From an optimization exercise on the open Yosys and OpenROAD flow, aimed at small area, a short achievable clock period and few clock cycles per item; shortcuts taken in it are not production practice. RTL that was checked went through simulation tests only; none was proved equivalent to the original. No activity file was given, so power comes from the tool's default toggle rates.

==> fjord <==
==> flow/design.v <==
package bpdt_pkg;
    localparam int TABLE_DEPTH = 64;
    localparam int CNT_W       = $clog2(TABLE_DEPTH + 1);
    localparam int ID_W   = 16;
    localparam int TICK_W = 8;
    localparam int WAIT_W = 16;
    localparam int OCC_W  = 7;
    localparam int OFS_W  = WAIT_W + 1;
endpackage
module blocked_process_delay_table (
    input  logic                          clk,
    input  logic                          rst_n,
    input  logic                          in_valid,
    output logic                          in_stall,
    input  logic                          arrival_valid,
    input  logic [bpdt_pkg::ID_W-1:0]     process_id,
    input  logic [bpdt_pkg::TICK_W-1:0]   block_ticks,
    input  logic [bpdt_pkg::WAIT_W-1:0]   wait_so_far,
    output logic                          out_valid,
    input  logic                          out_stall,
    output logic                          released_valid,
    output logic [bpdt_pkg::ID_W-1:0]     released_id,
    output logic [bpdt_pkg::WAIT_W-1:0]   released_wait,
    output logic [bpdt_pkg::OCC_W-1:0]    occupancy,
    output logic                          arrival_dropped
);
    localparam int TABLE_DEPTH = bpdt_pkg::TABLE_DEPTH;
    localparam int CNT_W       = bpdt_pkg::CNT_W;
    localparam int ID_W        = bpdt_pkg::ID_W;
    localparam int TICK_W      = bpdt_pkg::TICK_W;
    localparam int WAIT_W      = bpdt_pkg::WAIT_W;
    localparam int OCC_W       = bpdt_pkg::OCC_W;
    localparam int OFS_W       = bpdt_pkg::OFS_W;
    localparam int N    = TABLE_DEPTH;
    localparam int GRP  = 8;                  
    localparam int NG   = N / GRP;
    localparam int RES_W = 1 + ID_W + WAIT_W + OCC_W + 1;
    localparam int QD   = 3;                  
    localparam int OWE  = QD + 1;             
    logic              stall_q;
    logic              a_v;
    logic              a_arr;
    logic [ID_W-1:0]   a_id;
    logic [TICK_W-1:0] a_blk;
    logic [WAIT_W-1:0] a_wso;
    assign in_stall = stall_q;
    always_ff @(posedge clk or negedge rst_n)
    begin
        if (!rst_n)
            a_v <= 1'b0;
        else
            a_v <= in_valid && !stall_q;
    end
    always_ff @(posedge clk)
    begin
        a_arr <= arrival_valid;
        a_id  <= process_id;
        a_blk <= block_ticks;
        a_wso <= wait_so_far;
    end
    logic [N-1:0]      v_q;                   
    logic [N-1:0]      f_q;                   
    logic [ID_W-1:0]   id_q [N];
    logic [OFS_W-1:0]  s_q  [N];
    logic [TICK_W-1:0] e_q  [N];
    logic [CNT_W-1:0]  cnt_q;                 
    logic [TICK_W-1:0] tk_q;                  
    logic [TICK_W-1:0] ti_q;                  
    logic [OFS_W-1:0]  g_q;                   
    logic              tick, full, acc, blk_le1, blk_le2;
    logic              rel_tab, rel_new, acc_keep;
    logic [N:0]        sor;                   
    logic [N:0]        hor;                   
    logic [N-1:0]      shift;
    logic [N-1:0]      fn;                    
    logic [OFS_W-1:0]  s_new;
    logic [TICK_W-1:0] e_new;
    logic [CNT_W-1:0]  cnt_next;
    assign tick    = a_v;
    assign full    = cnt_q[CNT_W-1];
    assign acc     = tick && a_arr && !full;
    assign blk_le1 = (a_blk[TICK_W-1:1] == '0);
    assign blk_le2 = (a_blk <= TICK_W'(2));
    assign s_new   = {1'b0, a_wso} - g_q;
    assign e_new   = a_blk + ti_q;
    function automatic logic [N:0] suffix_or(input logic [N-1:0] x);
        logic [NG-1:0] gor;
        logic [NG:0]   gsuf;
        logic [N:0]    r;
        for (int k = 0; k < NG; k++)
            gor[k] = |x[k*GRP +: GRP];
        gsuf[NG] = 1'b0;
        for (int k = NG - 1; k >= 0; k--)
            gsuf[k] = gsuf[k+1] | gor[k];
        for (int k = 0; k < NG; k++)
            for (int j = 0; j < GRP; j++)
                r[k*GRP + j] = gsuf[k+1] | (|(x[k*GRP +: GRP] >> j));
        r[N] = 1'b0;
        suffix_or = r;
    endfunction
    assign sor = suffix_or(f_q);
    assign hor = suffix_or(~v_q);
    assign rel_tab  = tick && sor[0];
    assign rel_new  = acc && blk_le1 && !sor[0];
    assign acc_keep = acc && !blk_le1;
    always_comb
    begin
        for (int i = 0; i < N; i++)
        begin
            shift[i]  = sor[0] ? (tick && sor[i]) : (acc_keep && hor[i]);
            fn[i]     = f_q[i] || (tick && v_q[i] && (e_q[i] == tk_q));
        end
    end
    logic [CNT_W-1:0] cnt_acc, cnt_acc_rel;
    assign cnt_acc     = acc ? cnt_q + CNT_W'(1) : cnt_q;
    assign cnt_acc_rel = acc ? cnt_q : cnt_q - CNT_W'(1);
    assign cnt_next    = (rel_tab || rel_new) ? cnt_acc_rel : cnt_acc;
    always_ff @(posedge clk or negedge rst_n)
    begin
        if (!rst_n)
        begin
            v_q   <= '0;
            f_q   <= '0;
            cnt_q <= '0;
            tk_q  <= '0;
            ti_q  <= {{(TICK_W-1){1'b1}}, 1'b0};
            g_q   <= '0;
        end
        else
        begin
            for (int i = 0; i < N; i++)
            begin
                if (i == 0)
                begin
                    v_q[i] <= shift[i] ? acc : v_q[i];
                    f_q[i] <= shift[i] ? (acc && blk_le2) : fn[i];
                end
                else
                begin
                    v_q[i] <= shift[i] ? v_q[i-1] : v_q[i];
                    f_q[i] <= shift[i] ? fn[i-1] : fn[i];
                end
            end
            cnt_q <= cnt_next;
            if (tick)
            begin
                tk_q <= tk_q + TICK_W'(1);
                ti_q <= ti_q + TICK_W'(1);
                g_q  <= g_q + (a_arr ? OFS_W'(2) : OFS_W'(1));
            end
        end
    end
    always_ff @(posedge clk)
    begin
        for (int i = 0; i < N; i++)
        begin
            if (shift[i])
            begin
                if (i == 0)
                begin
                    id_q[i] <= a_id;
                    s_q[i]  <= s_new;
                    e_q[i]  <= e_new;
                end
                else
                begin
                    id_q[i] <= id_q[i-1];
                    s_q[i]  <= s_q[i-1];
                    e_q[i]  <= e_q[i-1];
                end
            end
        end
    end
    logic [ID_W-1:0]  g_id [NG];
    logic [OFS_W-1:0] g_s  [NG];
    logic [NG-1:0]    g_any;
    logic [NG:0]      g_suf;
    logic [ID_W-1:0]  sel_id;
    logic [OFS_W-1:0] sel_s;
    always_comb
    begin
        for (int k = 0; k < NG; k++)
        begin
            logic [GRP-1:0] fg;
            logic [GRP:0]   lsuf;
            fg       = f_q[k*GRP +: GRP];
            lsuf[GRP] = 1'b0;
            for (int j = GRP - 1; j >= 0; j--)
                lsuf[j] = lsuf[j+1] | fg[j];
            g_any[k] = lsuf[0];
            g_id[k]  = '0;
            g_s[k]   = '0;
            for (int j = 0; j < GRP; j++)
            begin
                g_id[k] = g_id[k] | ({ID_W{fg[j] && !lsuf[j+1]}}  & id_q[k*GRP + j]);
                g_s[k]  = g_s[k]  | ({OFS_W{fg[j] && !lsuf[j+1]}} & s_q[k*GRP + j]);
            end
        end
        g_suf[NG] = 1'b0;
        for (int k = NG - 1; k >= 0; k--)
            g_suf[k] = g_suf[k+1] | g_any[k];
        sel_id = {ID_W{rel_new}} & a_id;
        sel_s  = {OFS_W{rel_new}} & s_new;
        for (int k = 0; k < NG; k++)
        begin
            sel_id = sel_id | ({ID_W{g_any[k] && !g_suf[k+1]}}  & g_id[k]);
            sel_s  = sel_s  | ({OFS_W{g_any[k] && !g_suf[k+1]}} & g_s[k]);
        end
    end
    logic              d_v;
    logic              d_rv;
    logic [ID_W-1:0]   d_id;
    logic [OFS_W-1:0]  d_s;
    logic [OCC_W-1:0]  d_occ;
    logic              d_drop;
    always_ff @(posedge clk or negedge rst_n)
    begin
        if (!rst_n)
            d_v <= 1'b0;
        else
            d_v <= tick;
    end
    always_ff @(posedge clk)
    begin
        d_rv   <= rel_tab || rel_new;
        d_id   <= sel_id;
        d_s    <= sel_s;
        d_occ  <= OCC_W'(cnt_next);
        d_drop <= a_arr && full;
    end
    logic [OFS_W-1:0]  w_sum;
    logic [WAIT_W-1:0] d_wait;
    logic [RES_W-1:0]  r_data;
    assign w_sum  = d_s + g_q;
    assign d_wait = w_sum[OFS_W-1] ? '1 : w_sum[WAIT_W-1:0];
    assign r_data = {d_rv, d_id, d_wait, d_occ, d_drop};
    logic             o_v;
    logic [RES_W-1:0] o_data;
    logic [RES_W-1:0] q_data [QD];
    logic [1:0]       q_rp, q_wp;
    logic [1:0]       q_cnt;
    logic [2:0]       owe_q, owe_next;
    logic             o_free, q_empty, q_pop, q_push;
    assign o_free  = !o_v || !out_stall;
    assign q_empty = (q_cnt == 2'd0);
    assign q_pop   = o_free && !q_empty;
    assign q_push  = d_v && !(o_free && q_empty);
    function automatic logic [1:0] inc3(input logic [1:0] p);
        inc3 = (p == 2'd2) ? 2'd0 : p + 2'd1;
    endfunction
    always_ff @(posedge clk or negedge rst_n)
    begin
        if (!rst_n)
        begin
            o_v     <= 1'b0;
            q_rp    <= '0;
            q_wp    <= '0;
            q_cnt   <= '0;
            owe_q   <= '0;
            stall_q <= 1'b0;
        end
        else
        begin
            if (o_free)
                o_v <= !q_empty || d_v;
            if (q_pop)
                q_rp <= inc3(q_rp);
            if (q_push)
                q_wp <= inc3(q_wp);
            q_cnt   <= q_cnt + 2'(q_push) - 2'(q_pop);
            owe_q   <= owe_next;
            stall_q <= (owe_next >= 3'(OWE));
        end
    end
    assign owe_next = owe_q + 3'(in_valid && !stall_q) - 3'(o_v && !out_stall);
    always_ff @(posedge clk)
    begin
        if (o_free)
            o_data <= q_empty ? r_data : q_data[q_rp];
        if (q_push)
            q_data[q_wp] <= r_data;
    end
    assign out_valid = o_v;
    assign {released_valid, released_id, released_wait, occupancy, arrival_dropped} = o_data;
endmodule
==> flow/run.sh <==
#!/bin/bash
# synth_recipe.tcl (not shown) runs the flow's synth.tcl, then flattens the netlist and writes it again
# the make line also repeats each setting of config.mk as NAME=value (left out here)
make -C /OpenROAD-flow-scripts/flow DESIGN_CONFIG=/design/flow/config.mk WORK_HOME=/design/flow/orfs CLKGATE_MAP_FILE= SYNTH_SCRIPT=/design/flow/synth_recipe.tcl finish
==> flow/config.mk <==
export PLATFORM = sky130hd
export DESIGN_NAME = blocked_process_delay_table
export DESIGN_NICKNAME = blocked_process_delay_table
export VERILOG_FILES = /design/flow/design.v
export SDC_FILE = /design/flow/constraint.sdc
export NUM_CORES = 4
export LEC_CHECK = 0
export CAP_MARGIN = 20
export CORE_MARGIN = 2
export CORE_UTILIZATION = 55
export SETUP_SLACK_MARGIN = 2.5
export SLEW_MARGIN = 20
export TNS_END_PERCENT = 10
==> flow/constraint.sdc <==
create_clock -name core_clock -period 6.0 [get_ports {clk}]
set_input_delay 1.2000 -clock core_clock [delete_from_list [all_inputs] [get_ports {clk}]]
set_output_delay 1.2000 -clock core_clock [all_outputs]
set_load 0.01 [all_outputs]
==> onyx (differences from fjord) <==
--- a/flow/design.v
+++ b/flow/design.v
@@ -72,6 +72,7 @@
     logic [N:0]        sor;                   
     logic [N:0]        hor;                   
     logic [N-1:0]      shift;
+    logic [N-1:0]      onehot;
     logic [N-1:0]      fn;                    
     logic [OFS_W-1:0]  s_new;
     logic [TICK_W-1:0] e_new;
@@ -108,13 +109,11 @@
         for (int i = 0; i < N; i++)
         begin
             shift[i]  = sor[0] ? (tick && sor[i]) : (acc_keep && hor[i]);
+            onehot[i] = f_q[i] && !sor[i+1];
             fn[i]     = f_q[i] || (tick && v_q[i] && (e_q[i] == tk_q));
         end
     end
-    logic [CNT_W-1:0] cnt_acc, cnt_acc_rel;
-    assign cnt_acc     = acc ? cnt_q + CNT_W'(1) : cnt_q;
-    assign cnt_acc_rel = acc ? cnt_q : cnt_q - CNT_W'(1);
-    assign cnt_next    = (rel_tab || rel_new) ? cnt_acc_rel : cnt_acc;
+    assign cnt_next = cnt_q + CNT_W'(acc) - CNT_W'(rel_tab || rel_new);
     always_ff @(posedge clk or negedge rst_n)
     begin
         if (!rst_n)
@@ -123,7 +122,7 @@
             f_q   <= '0;
             cnt_q <= '0;
             tk_q  <= '0;
-            ti_q  <= {{(TICK_W-1){1'b1}}, 1'b0};
+            ti_q  <= -TICK_W'(2);
             g_q   <= '0;
         end
         else
@@ -171,40 +170,16 @@
             end
         end
     end
-    logic [ID_W-1:0]  g_id [NG];
-    logic [OFS_W-1:0] g_s  [NG];
-    logic [NG-1:0]    g_any;
-    logic [NG:0]      g_suf;
     logic [ID_W-1:0]  sel_id;
     logic [OFS_W-1:0] sel_s;
     always_comb
     begin
-        for (int k = 0; k < NG; k++)
-        begin
-            logic [GRP-1:0] fg;
-            logic [GRP:0]   lsuf;
-            fg       = f_q[k*GRP +: GRP];
-            lsuf[GRP] = 1'b0;
-            for (int j = GRP - 1; j >= 0; j--)
-                lsuf[j] = lsuf[j+1] | fg[j];
-            g_any[k] = lsuf[0];
-            g_id[k]  = '0;
-            g_s[k]   = '0;
-            for (int j = 0; j < GRP; j++)
-            begin
-                g_id[k] = g_id[k] | ({ID_W{fg[j] && !lsuf[j+1]}}  & id_q[k*GRP + j]);
-                g_s[k]  = g_s[k]  | ({OFS_W{fg[j] && !lsuf[j+1]}} & s_q[k*GRP + j]);
-            end
-        end
-        g_suf[NG] = 1'b0;
-        for (int k = NG - 1; k >= 0; k--)
-            g_suf[k] = g_suf[k+1] | g_any[k];
         sel_id = {ID_W{rel_new}} & a_id;
         sel_s  = {OFS_W{rel_new}} & s_new;
-        for (int k = 0; k < NG; k++)
-        begin
-            sel_id = sel_id | ({ID_W{g_any[k] && !g_suf[k+1]}}  & g_id[k]);
-            sel_s  = sel_s  | ({OFS_W{g_any[k] && !g_suf[k+1]}} & g_s[k]);
+        for (int i = 0; i < N; i++)
+        begin
+            sel_id = sel_id | ({ID_W{onehot[i]}} & id_q[i]);
+            sel_s  = sel_s  | ({OFS_W{onehot[i]}} & s_q[i]);
         end
     end
     logic              d_v;
Settings changed: CORE_UTILIZATION 55 to 40, SETUP_SLACK_MARGIN 2.5 to not set, TNS_END_PERCENT 10 to not set.
==> cedar (differences from fjord) <==
--- a/flow/design.v
+++ b/flow/design.v
@@ -31,12 +31,12 @@
     localparam int WAIT_W      = bpdt_pkg::WAIT_W;
     localparam int OCC_W       = bpdt_pkg::OCC_W;
     localparam int OFS_W       = bpdt_pkg::OFS_W;
-    localparam int N    = TABLE_DEPTH;
-    localparam int GRP  = 8;                  
-    localparam int NG   = N / GRP;
+    localparam int N     = TABLE_DEPTH;
+    localparam int GRP   = 8;                 
+    localparam int NG    = N / GRP;
     localparam int RES_W = 1 + ID_W + WAIT_W + OCC_W + 1;
-    localparam int QD   = 3;                  
-    localparam int OWE  = QD + 1;             
+    localparam int QD    = 4;                 
+    localparam int OWE   = QD + 1;            
     logic              stall_q;
     logic              a_v;
     logic              a_arr;
@@ -60,6 +60,7 @@
     end
     logic [N-1:0]      v_q;                   
     logic [N-1:0]      f_q;                   
+    logic [N-1:0]      r_q;                   
     logic [ID_W-1:0]   id_q [N];
     logic [OFS_W-1:0]  s_q  [N];
     logic [TICK_W-1:0] e_q  [N];
@@ -68,11 +69,12 @@
     logic [TICK_W-1:0] ti_q;                  
     logic [OFS_W-1:0]  g_q;                   
     logic              tick, full, acc, blk_le1, blk_le2;
-    logic              rel_tab, rel_new, acc_keep;
+    logic              rel_tab, rel_new;
     logic [N:0]        sor;                   
     logic [N:0]        hor;                   
     logic [N-1:0]      shift;
-    logic [N-1:0]      fn;                    
+    logic [N-1:0]      rel;                   
+    logic [N-1:0]      vn, fn;                
     logic [OFS_W-1:0]  s_new;
     logic [TICK_W-1:0] e_new;
     logic [CNT_W-1:0]  cnt_next;
@@ -91,7 +93,7 @@
             gor[k] = |x[k*GRP +: GRP];
         gsuf[NG] = 1'b0;
         for (int k = NG - 1; k >= 0; k--)
-            gsuf[k] = gsuf[k+1] | gor[k];
+            gsuf[k] = |(gor >> k);
         for (int k = 0; k < NG; k++)
             for (int j = 0; j < GRP; j++)
                 r[k*GRP + j] = gsuf[k+1] | (|(x[k*GRP +: GRP] >> j));
@@ -100,15 +102,16 @@
     endfunction
     assign sor = suffix_or(f_q);
     assign hor = suffix_or(~v_q);
-    assign rel_tab  = tick && sor[0];
-    assign rel_new  = acc && blk_le1 && !sor[0];
-    assign acc_keep = acc && !blk_le1;
+    assign rel_tab = tick && sor[0];
+    assign rel_new = acc && blk_le1 && !sor[0];
     always_comb
     begin
         for (int i = 0; i < N; i++)
         begin
-            shift[i]  = sor[0] ? (tick && sor[i]) : (acc_keep && hor[i]);
-            fn[i]     = f_q[i] || (tick && v_q[i] && (e_q[i] == tk_q));
+            shift[i] = acc && hor[i];
+            rel[i]   = tick && f_q[i] && !sor[i+1];
+            vn[i]    = v_q[i] && !rel[i];
+            fn[i]    = (f_q[i] || (tick && v_q[i] && (e_q[i] == tk_q))) && !rel[i];
         end
     end
     logic [CNT_W-1:0] cnt_acc, cnt_acc_rel;
@@ -132,12 +135,12 @@
             begin
                 if (i == 0)
                 begin
-                    v_q[i] <= shift[i] ? acc : v_q[i];
-                    f_q[i] <= shift[i] ? (acc && blk_le2) : fn[i];
+                    v_q[i] <= shift[i] ? !rel_new : vn[i];
+                    f_q[i] <= shift[i] ? (blk_le2 && !rel_new) : fn[i];
                 end
                 else
                 begin
-                    v_q[i] <= shift[i] ? v_q[i-1] : v_q[i];
+                    v_q[i] <= shift[i] ? vn[i-1] : vn[i];
                     f_q[i] <= shift[i] ? fn[i-1] : fn[i];
                 end
             end
@@ -154,6 +157,10 @@
     begin
         for (int i = 0; i < N; i++)
         begin
+            if (i == 0)
+                r_q[i] <= shift[i] ? rel_new : rel[i];
+            else
+                r_q[i] <= shift[i] ? rel[i-1] : rel[i];
             if (shift[i])
             begin
                 if (i == 0)
@@ -171,40 +178,33 @@
             end
         end
     end
-    logic [ID_W-1:0]  g_id [NG];
-    logic [OFS_W-1:0] g_s  [NG];
-    logic [NG-1:0]    g_any;
-    logic [NG:0]      g_suf;
-    logic [ID_W-1:0]  sel_id;
-    logic [OFS_W-1:0] sel_s;
+    logic              b_v;
+    logic              b_rv;
+    logic [OCC_W-1:0]  b_occ;
+    logic              b_drop;
+    logic [ID_W-1:0]   sel_id;
+    logic [OFS_W-1:0]  sel_s;
+    always_ff @(posedge clk or negedge rst_n)
+    begin
+        if (!rst_n)
+            b_v <= 1'b0;
+        else
+            b_v <= tick;
+    end
+    always_ff @(posedge clk)
+    begin
+        b_rv   <= rel_tab || rel_new;
+        b_occ  <= OCC_W'(cnt_next);
+        b_drop <= a_arr && full;
+    end
     always_comb
     begin
-        for (int k = 0; k < NG; k++)
-        begin
-            logic [GRP-1:0] fg;
-            logic [GRP:0]   lsuf;
-            fg       = f_q[k*GRP +: GRP];
-            lsuf[GRP] = 1'b0;
-            for (int j = GRP - 1; j >= 0; j--)
-                lsuf[j] = lsuf[j+1] | fg[j];
-            g_any[k] = lsuf[0];
-            g_id[k]  = '0;
-            g_s[k]   = '0;
-            for (int j = 0; j < GRP; j++)
-            begin
-                g_id[k] = g_id[k] | ({ID_W{fg[j] && !lsuf[j+1]}}  & id_q[k*GRP + j]);
-                g_s[k]  = g_s[k]  | ({OFS_W{fg[j] && !lsuf[j+1]}} & s_q[k*GRP + j]);
-            end
-        end
-        g_suf[NG] = 1'b0;
-        for (int k = NG - 1; k >= 0; k--)
-            g_suf[k] = g_suf[k+1] | g_any[k];
-        sel_id = {ID_W{rel_new}} & a_id;
-        sel_s  = {OFS_W{rel_new}} & s_new;
-        for (int k = 0; k < NG; k++)
-        begin
-            sel_id = sel_id | ({ID_W{g_any[k] && !g_suf[k+1]}}  & g_id[k]);
-            sel_s  = sel_s  | ({OFS_W{g_any[k] && !g_suf[k+1]}} & g_s[k]);
+        sel_id = '0;
+        sel_s  = '0;
+        for (int i = 0; i < N; i++)
+        begin
+            sel_id = sel_id | ({ID_W{r_q[i]}}  & id_q[i]);
+            sel_s  = sel_s  | ({OFS_W{r_q[i]}} & s_q[i]);
         end
     end
     logic              d_v;
@@ -213,41 +213,40 @@
     logic [OFS_W-1:0]  d_s;
     logic [OCC_W-1:0]  d_occ;
     logic              d_drop;
+    logic [OFS_W-1:0]  g_d;                   
     always_ff @(posedge clk or negedge rst_n)
     begin
         if (!rst_n)
             d_v <= 1'b0;
         else
-            d_v <= tick;
-    end
-    always_ff @(posedge clk)
-    begin
-        d_rv   <= rel_tab || rel_new;
+            d_v <= b_v;
+    end
+    always_ff @(posedge clk)
+    begin
+        d_rv   <= b_rv;
         d_id   <= sel_id;
         d_s    <= sel_s;
-        d_occ  <= OCC_W'(cnt_next);
-        d_drop <= a_arr && full;
+        d_occ  <= b_occ;
+        d_drop <= b_drop;
+        g_d    <= g_q;
     end
     logic [OFS_W-1:0]  w_sum;
     logic [WAIT_W-1:0] d_wait;
     logic [RES_W-1:0]  r_data;
-    assign w_sum  = d_s + g_q;
+    assign w_sum  = d_s + g_d;
     assign d_wait = w_sum[OFS_W-1] ? '1 : w_sum[WAIT_W-1:0];
     assign r_data = {d_rv, d_id, d_wait, d_occ, d_drop};
     logic             o_v;
     logic [RES_W-1:0] o_data;
     logic [RES_W-1:0] q_data [QD];
     logic [1:0]       q_rp, q_wp;
-    logic [1:0]       q_cnt;
+    logic [2:0]       q_cnt;
     logic [2:0]       owe_q, owe_next;
     logic             o_free, q_empty, q_pop, q_push;
     assign o_free  = !o_v || !out_stall;
-    assign q_empty = (q_cnt == 2'd0);
+    assign q_empty = (q_cnt == 3'd0);
     assign q_pop   = o_free && !q_empty;
     assign q_push  = d_v && !(o_free && q_empty);
-    function automatic logic [1:0] inc3(input logic [1:0] p);
-        inc3 = (p == 2'd2) ? 2'd0 : p + 2'd1;
-    endfunction
     always_ff @(posedge clk or negedge rst_n)
     begin
         if (!rst_n)
@@ -264,10 +263,10 @@
             if (o_free)
                 o_v <= !q_empty || d_v;
             if (q_pop)
-                q_rp <= inc3(q_rp);
+                q_rp <= q_rp + 2'd1;
             if (q_push)
-                q_wp <= inc3(q_wp);
-            q_cnt   <= q_cnt + 2'(q_push) - 2'(q_pop);
+                q_wp <= q_wp + 2'd1;
+            q_cnt   <= q_cnt + 3'(q_push) - 3'(q_pop);
             owe_q   <= owe_next;
             stall_q <= (owe_next >= 3'(OWE));
         end
@@ -277,7 +276,7 @@
     begin
         if (o_free)
             o_data <= q_empty ? r_data : q_data[q_rp];
-        if (q_push)
+        if (d_v)
             q_data[q_wp] <= r_data;
     end
     assign out_valid = o_v;
Settings changed: SETUP_SLACK_MARGIN 2.5 to 3.3, TNS_END_PERCENT 10 to 5.
==> reports/metrics.yaml <==
cells_and_area:
  multi_input_comb_cells: 3685
outcome:
  status: "timing/DRC/antenna clean"
global_routing:
  use_met3_pct: 5.97
synth:
  synth-simple-area-share_pct: 5.10
  synth_edf_count: 2788
die:
  tapCellCount: 2821
timing:
  finalCritPeriodShare_pct: 63.5
power:
  seq_power_mw: 34.5
(the above is from fjord)
==> reports/metrics.yaml <==
global_routing:
  use_met3_pct: 18.8
cells_and_area:
  multi_input_comb_cells: 3264
die:
  tapCellCount: 2854
timing:
  finalCritPeriodShare_pct: 55.6
outcome:
  status: "timing/DRC/antenna clean"
power:
  seq_power_mw: 31.6
synth:
  synth_edf_count: 2829
(the above is from cedar)
==> reports/metrics.yaml <==
worst_setup_path:
  cp_max_fo: 71
timing:
  hold_violations: 0
global_routing:
  use_met3_pct: 5.87
die:
  tapCellCount: 3880
detailed_routing:
  drt_iter0_markers: 10854
outcome:
  status: "timing/DRC/antenna clean"
power:
  seq_power_mw: 32.1
synth:
  synth_edf_count: 2788
  synth-simple-area-share_pct: 5.52
(the above is from onyx)
Testbench counts of cedar, summed over its fixed seeds: cycles 9,632, items 9,600.
No functional check of the RTL was part of fjord and onyx.

-- separate check: timing with driven ports --
Ports are ideal in the flow. The routed layouts listed here were re-timed in OpenROAD. Step 1 assumes that a clkbuf_16 drives the clock port and a buf_2 every other input. Step 2 also shifts input and output timing later by t, the mid clock arrival at the registers, as if the neighbouring blocks saw the same clock. Three values: ideal, step 1, step 2; two values: the first two.
run	t, ns	setup WS [ns]	worst hold slack (ns)	clock arrival spread, ns	worst slew at a driven data input, ns
fjord	1.029	2.189 / 2.189 / 2.003	0.188 / 0.161 / 0.413	0.061 / 0.060	0.06
onyx	0.953	0.447 / 0.447 / 0.447	0.289 / 0.223 / 0.411	0.075 / 0.075	0.10
cedar	1.046	2.666 / 2.666 / 2.264	0.211 / 0.163 / 0.310	0.090 / 0.089	0.06
After both steps every run listed still meets setup and hold. The setup slack of cedar, which loses most, moves by 0.000 ns with the drivers and by -0.402 ns with both steps.
